This is an optimization exercise on Yosys and OpenROAD, whose aim is small area, a short achievable clock period and few clock cycles per item, not a production implementation. Where RTL was checked, it was by simulation tests only, not by an equivalence proof against the original. No functional check of the RTL was part of run 2.

==> flow/design.v, too long to show whole: its modules and the start of the top module <==
// module pe_requant: 1095 lines
// module pe_requant_fa: 10 lines
// module pe_requant_ha: 9 lines
module pe_requant #(
    parameter int ACC_W  = 32,
    parameter int MULT_W = 16,
    parameter int CNT_W  = 16
) (
    input  logic              clk,
    input  logic              rst_n,
    input  logic              in_valid,
    output logic              in_ready,
    input  logic [ACC_W-1:0]  in_acc,
    input  logic [ACC_W-1:0]  in_bias,
    input  logic              in_last,
    output logic              out_valid,
    input  logic              out_ready,
    output logic [7:0]        out_data,
    output logic              out_last,
    input  logic              cfg_we,
    input  logic [MULT_W-1:0] cfg_mult,
    input  logic [4:0]        cfg_shift,
    input  logic [7:0]        cfg_zp,
    output logic              busy,
    output logic [CNT_W-1:0]  out_count
);
  // ...
==> flow/flow/run.sh <==
#!/bin/bash
# Standard layout, with plain buffers (not delay buffers) on the ports and a
# clock tree without dummy loads.
export BUFFER_PORTS_ARGS="-buffer_cell sky130_fd_sc_hd__buf_1"
export CTS_ARGS="-sink_clustering_enable -repair_clock_nets -dont_use_dummy_load -sink_clustering_size 24 -sink_clustering_max_diameter 90 -buf_list {sky130_fd_sc_hd__clkbuf_8 sky130_fd_sc_hd__clkbuf_16}"
bash standard.sh > standard.log 2>&1
==> flow/standard.sh <==
#!/bin/bash
# synth_recipe.tcl (not shown) runs the flow's synth.tcl, then flattens the netlist and writes it again
# the make line also repeats each setting of config.mk as NAME=value (left out here)
make -C /OpenROAD-flow-scripts/flow DESIGN_CONFIG=/design/flow/config.mk WORK_HOME=/design/flow/orfs CLKGATE_MAP_FILE= SYNTH_SCRIPT=/design/flow/synth_recipe.tcl "${@:-finish}"
==> flow/config.mk <==
export PLATFORM = sky130hd
export DESIGN_NAME = pe_requant
export DESIGN_NICKNAME = pe_requant
export VERILOG_FILES = /design/flow/design.v
export SDC_FILE = /design/flow/constraint.sdc
export NUM_CORES = 4
export LEC_CHECK = 0
export ABC_CLOCK_PERIOD_IN_PS = 4400
export CAP_MARGIN = 20
export CORE_MARGIN = 2
export CORE_UTILIZATION = 55
export CTS_BUF_LIST = sky130_fd_sc_hd__clkbuf_4 sky130_fd_sc_hd__clkbuf_8
export CTS_CLUSTER_SIZE = 30
export SETUP_SLACK_MARGIN = 5.0
export SLEW_MARGIN = 20
export SYNTH_HIERARCHICAL = 1
export SYNTH_MINIMUM_KEEP_SIZE = 0
==> flow/constraint.sdc <==
create_clock -name core_clock -period 9.0 [get_ports {clk}]
set_input_delay 1.8000 -clock core_clock [delete_from_list [all_inputs] [get_ports {clk}]]
set_output_delay 1.8000 -clock core_clock [all_outputs]
set_load 0.01 [all_outputs]
==> impl_metrics.tcl, run 1 <==
set metrics [dict create \
    cts_htree_levels 1 \
    required_ps 9470 \
    synth_edf_count 36 \
    hold_ws_ps 341 \
    critPathSlowestCell "o41a_1" \
    grt_pass1_vias 17324 \
    status "timing/DRC/antenna clean" \
    hp-start "s2_last" \
    dpl-instance-area_um2 22600 \
    yosysMostFrequentCell "xnor2_1" \
    cts.repair.resized 5 \
    drt-met1-wl_um 26800 \
    layout_commonest_cell "xnor2_1" \
    cts-root-buf "clkbuf_16" \
    synthesis.nets 2659 \
    grt_overflow_total 0 \
    die_area_um2 41600 \
    busiest_layer "met2" \
    syn_inst 2226 \
    largest_cell_class "multi-input combinational cells" \
    seq_share_pct 24.6 \
    layout-drive-gt1-share_pct 6.01 \
    avgSynthCellArea_um2 9.89 \
    min_to "r3_last" \
    ioPinCount 127 \
    drc 0 \
    arrival_ps 4430 \
    crit_buf_inv 2 \
]
Testbench counts, summed over its fixed seeds: cycles 11,268, items 10,948.
==> inputs of run 2 (changes only) <==
--- a/flow/design.v
+++ b/flow/design.v
@@ -20,18 +20,19 @@
     input  logic [7:0]        cfg_zp,
     output logic              busy,
     output logic [CNT_W-1:0]  out_count
 );
     localparam int SUM_W = ACC_W + 1;    
     localparam int W     = 41;           
     localparam int NDIG  = 9;            
     localparam int NH    = 4;            
-    logic [NDIG-1:0] bone;
-    logic [NDIG-2:0] btwo, bneg;
+    logic [MULT_W-1:0] cfg_mult_q;
+    logic [NDIG-1:0] bone;                
+    logic [NDIG-2:0] btwo, bneg;          
     logic [4:0]      cfg_shift_q;
     logic [7:0]      cfg_zp_q;
     logic [7:0]      cfg_big_q;           
     logic        s1_vld, s2_vld, r3_vld;
     logic        s1_last, s2_last;
     logic        room_q;                  
     logic        any_q;                   
     logic        in_fire, pop, cfg_apply;
@@ -1045,44 +1046,38 @@
         end else begin
             s1_vld <= in_fire;
             s2_vld <= s1_vld;
             r3_vld <= s2_vld;
             fl_q   <= fl_nxt;
         end
     end
     logic [17:0] mx;
-    logic [NDIG-1:0] bone_n;
-    logic [NDIG-2:0] btwo_n, bneg_n;
-    assign mx = {2'b00, cfg_mult};
+    assign mx = {2'b00, cfg_mult_q};
     always_comb begin
         for (int j = 0; j < NDIG; j++) begin
             logic m2, m1, m0;
             m2 = mx[2*j+1];
             m1 = mx[2*j];
             m0 = (j == 0) ? 1'b0 : mx[2*j-1];
-            bone_n[j] = m1 ^ m0;
+            bone[j] = m1 ^ m0;
             if (j < NDIG - 1) begin
-                btwo_n[j] = (m2 & ~m1 & ~m0) | (~m2 & m1 & m0);
-                bneg_n[j] = m2 & ~(m1 & m0);
+                btwo[j] = (m2 & ~m1 & ~m0) | (~m2 & m1 & m0);
+                bneg[j] = m2 & ~(m1 & m0);
             end
         end
     end
     always_ff @(posedge clk or negedge rst_n) begin
         if (!rst_n) begin
-            bone        <= NDIG'(1);         
-            btwo        <= '0;
-            bneg        <= '0;
+            cfg_mult_q  <= MULT_W'(1);
             cfg_shift_q <= 5'd0;
             cfg_zp_q    <= 8'd0;
             cfg_big_q   <= 8'd0;
         end else if (cfg_apply) begin
-            bone        <= bone_n;
-            btwo        <= btwo_n;
-            bneg        <= bneg_n;
+            cfg_mult_q  <= cfg_mult;
             cfg_shift_q <= cfg_shift;
             cfg_zp_q    <= cfg_zp;
             for (int k = 0; k < 8; k++) cfg_big_q[k] <= |(cfg_mult >> (15 - k));
         end
     end
     always_ff @(posedge clk or negedge rst_n) begin
         if (!rst_n) begin
             out_count <= '0;
==> flow/flow/run.sh (replaced) <==
#!/bin/bash
# Standard layout, with plain buffers (not delay buffers) on the ports and a
# clock tree without dummy loads.
export BUFFER_PORTS_ARGS="-buffer_cell sky130_fd_sc_hd__buf_1"
export CTS_ARGS="-sink_clustering_enable -repair_clock_nets -dont_use_dummy_load -sink_clustering_size 16 -sink_clustering_max_diameter 70 -buf_list {sky130_fd_sc_hd__clkbuf_8}"
bash standard.sh > standard.log 2>&1
==> run 2 against run 1 <==
  * Still clean on timing, DRC and antenna
  * Die area shrank 1.3%
  * Synthesized area shrank 1.3%
  * Clock-buffer cell count grew 6
  * Global-route usage grew 1.6 points
  * Non-clock buffer count grew 12
  * Synthesized cell count shrank 3.7%
  * Register-to-register slack gained 40 ps
  * Maximum frequency shrank 2.0%
  * Worst hold slack lost 6.0 ps
  * Clock skew grew 18 ps
  * Critical path type is now primary input to output pin
==> impl_metrics.tcl, run 2 <==
set metrics [dict create \
    status "timing/DRC/antenna clean" \
    syn_inst 2143 \
    place_congestion 0.919 \
    largest_reg_flops 41 \
    rsz0062_at_grt "yes" \
    io_buffers 126 \
    place_inst 2626 \
    layout_commonest_cell "xnor2_1" \
    avgSynthCellArea_um2 10.1 \
    cp-start-kind "primary input" \
    wirelength_um 65300 \
    grt_overflow_total 0 \
    layout.nets 2600 \
    drtIter0Drc 1692 \
    top_register "s2_x" \
    antenna_found_initial 0 \
    critPathSlowestCell "or2_4" \
    antenna_cells 0 \
    busiest_layer "met2" \
    async_flop_share_pct 28.0 \
    ys_ff_latch 239 \
    reg.largest.list "s2_x x41, s2_y x40, h_dat x36" \
    synth_mux_area_share_pct 4.34 \
    tns_ps 0 \
    num_rows 72 \
    finalCritPeriodShare_pct 44.9 \
    cp_common_cell "buf_6" \
    yosysMostFrequentCell "xnor2_1" \
    synthTopCellsByCount "xnor2_1, a22oi_1, fa_1" \
    cap_violations 0 \
    dr.pass1.iters 5 \
    grt_util_met2_pct 49.8 \
    fmax_mhz 248 \
    worstSetupEndpointType "output pin" \
    min_path_type "flop to flop" \
    grt_use_met3_pct 6.79 \
    syn_to_final_growth_pct 8.04 \
    via_count 17251 \
    grt_max_degree 68 \
    start_util_pct 56.0 \
    grt.total_usage_pct 31.7 \
    fillers 3266 \
    ys_warn_count 9 \
    crit_chain "buf_6 -> or2_4 -> buf_6" \
    synthesis.nets 2573 \
    use_met1_pct 43.4 \
    final_cell_mix "xnor2_1, a22oi_1, fa_1" \
    die_x_um 203 \
    relSlewSlack_pct 33.0 \
    synth-xor-area-share_pct 11.7 \
    synthAdderAreaFrac_pct 26.6 \
    required_ps 7200 \
    synth_edf_count 36 \
    synth_top_area_share_pct 20.1 \
    layout-drive-gt1-share_pct 8.99 \
    yosysSeqAreaShare_pct 25.2 \
    layout.cells.non_filler 2686 \
    ys.flop_type "dfxtp_1" \
    skew_ps 93.0 \
    finalHoldViolCount 0 \
    drt-wirelength-per-cell_um 24.3 \
    cts_htree_levels 1 \
    finalSetupViolCount 0 \
    synth.area.top_cells "fa_1, dfxtp_1, xnor2_1, dfrtp_1, a22oi_1" \
    critPathMaxFanout 2 \
    final_area_um2 23500 \
    ioPinCount 127 \
    worstSkewPairLatency_ps 630 \
    clk_path_buf_depth 3 \
    die_h_um 203 \
    cts-root-buf "clkbuf_8" \
    grt_pass1_wl_um 101000 \
    die_area_um2 41100 \
    cts.sinks 239 \
    ant_nets 0 \
    design.core.area_um2 38800 \
    dpl-instance-area_um2 22400 \
    path_class "primary input to output pin" \
    netlist_area_um2 21700 \
    synth_cell_types 97 \
    drc 0 \
    worst_pin_slew_ps 1000 \
    slowest_delay_ps 230 \
    synth-simple-area-share_pct 7.62 \
    arrival_ps 2240 \
    dpl.hpwl_um 43800 \
    postLayoutCoreUtil_pct 60.5 \
    cts_tree "built" \
    cts_buffers 24 \
    grt_pass1_vias 17480 \
    yosysTopAreaCell "fa_1" \
    clkSlewWorstSetupHoldPaths_ps 100 \
    vias_per_cell 6.42 \
    period_minus_slack_ps 4040 \
    slew_viol_final 0 \
    synth_compound_area_share_pct 20.0 \
    hold_ws_ps 335 \
    synth_top_family_by_area "adder cells" \
]
[run 2: cell count changes after synthesis, sizes merged, moves of 27 or more]
cell    previous run  this run
nand2            174       106
xnor2            291       251
mux2i             18        57
a22oi            249       218
a22o               4        34
clkbuf           173       146
[run 2: metal layers]
layer / up-vias / wire length, um
li1: 7638 / -
met1: 8600 / 27200
met2: 886 / 29600
met3: 127 / 6180
met4: 0 / 2200
met5: - / 0
[run 2: per-module statistics from Yosys (local to each module, per instance)]
module,times used,flip-flops and latches,area (um^2)
pe_requant_fa,206,0,20.0
pe_requant_ha,16,0,12.5
pe_requant,1,239,17400
[run 2: path summary, 6_finish.rpt]
| kind | startpoint | slack, ps | depth (start not counted) | endpoint |
|---|---|---|---|---|
| worst max-delay path | in_valid | 4960 | 3 | busy |
| worst min register to register | s2_last | 340 | 0 | r3_last |
| max in group asynchronous | rst_n | 6950 | 1 | cfg_big_q[0] |
| worst min-delay path | s2_last | 340 | 0 | r3_last |
| worst max register to register | cfg_mult_q[0] | 5120 | 8 | s2_x[18] |
| min in group asynchronous | rst_n | 1300 | 1 | cfg_zp_q[2] |
[run 2: what timing repair did]
| action | in CTS | in global routing |
|---|---|---|
| gates cloned | 5 | 1 |
| pin swaps | 9 | 6 |
| resized for setup | 45 | 43 |
| setup buffers | 22 | 8 |
| hold buffers | 0 | 0 |
| endpoints found under the setup margin | 78 | 61 |
[run 2: cell type report]
type,instances,area (um^2),share of cell area [%]
multi-input combinational,1653,15600,66.4
sequential,239,5490,23.4
timing repair buffer,173,1040,4.44
tap,518,648,2.76
inverter,77,362,1.54
clock buffer,24,330,1.41
timing repair inverter,2,17.5,0.0746
[run 2: through the flow]
| stage | worst slack [ps] |
|---|---|
| 2_1_floorplan | 5010 |
| 3_3_place_gp | 4480 |
| 3_5_place_dp | 4390 |
| 4_1_cts | 4970 |
| 5_1_grt | 4950 |
| 6_report | 4960 |
[run 2: logic make-up (layout without fill, tap and decap cells)]
kind of cell               Yosys count  after routing
AOI/OAI and AO/OA                  594            597
and+or+nand+nor                    347            348
xor gates and xnor gates           289            289
muxes                               87             87
DFF                                239            239
buffers and inverters              255            276
adders and majority gates          332            332
[run 2: worst max-delay path, delay by kind of cell]
kind          cells  cell delay (ps)
buf+inv           2              210
simple gates      1              230

==> port drivers added, routing unchanged <==
The results above use ideal ports. As a check the final layouts listed here were re-extracted and re-timed, cells and wires unchanged. Step 1: set_driving_cell puts a clkbuf_16 on clk and a buf_2 on each other input, an assumption about the parent block. Step 2, shift: input delay + t, output delay - t, t = (earliest + latest rising clock arrival at the registers) / 2. This alone moves slack from input paths to output paths. Three values: ideal, step 1, step 2; two values: the first two.
run	t, ns	setup WS [ns]	cell pins on the clock port's net
run 1	0.559	5.039 / 5.014 / 4.515	1
run 2	0.641	4.960 / 4.926 / 4.570	1
After both steps every run listed still meets setup and hold. For run 1, which loses most, drivers alone change the setup slack by -0.025 ns; drivers and shift together by -0.524 ns.
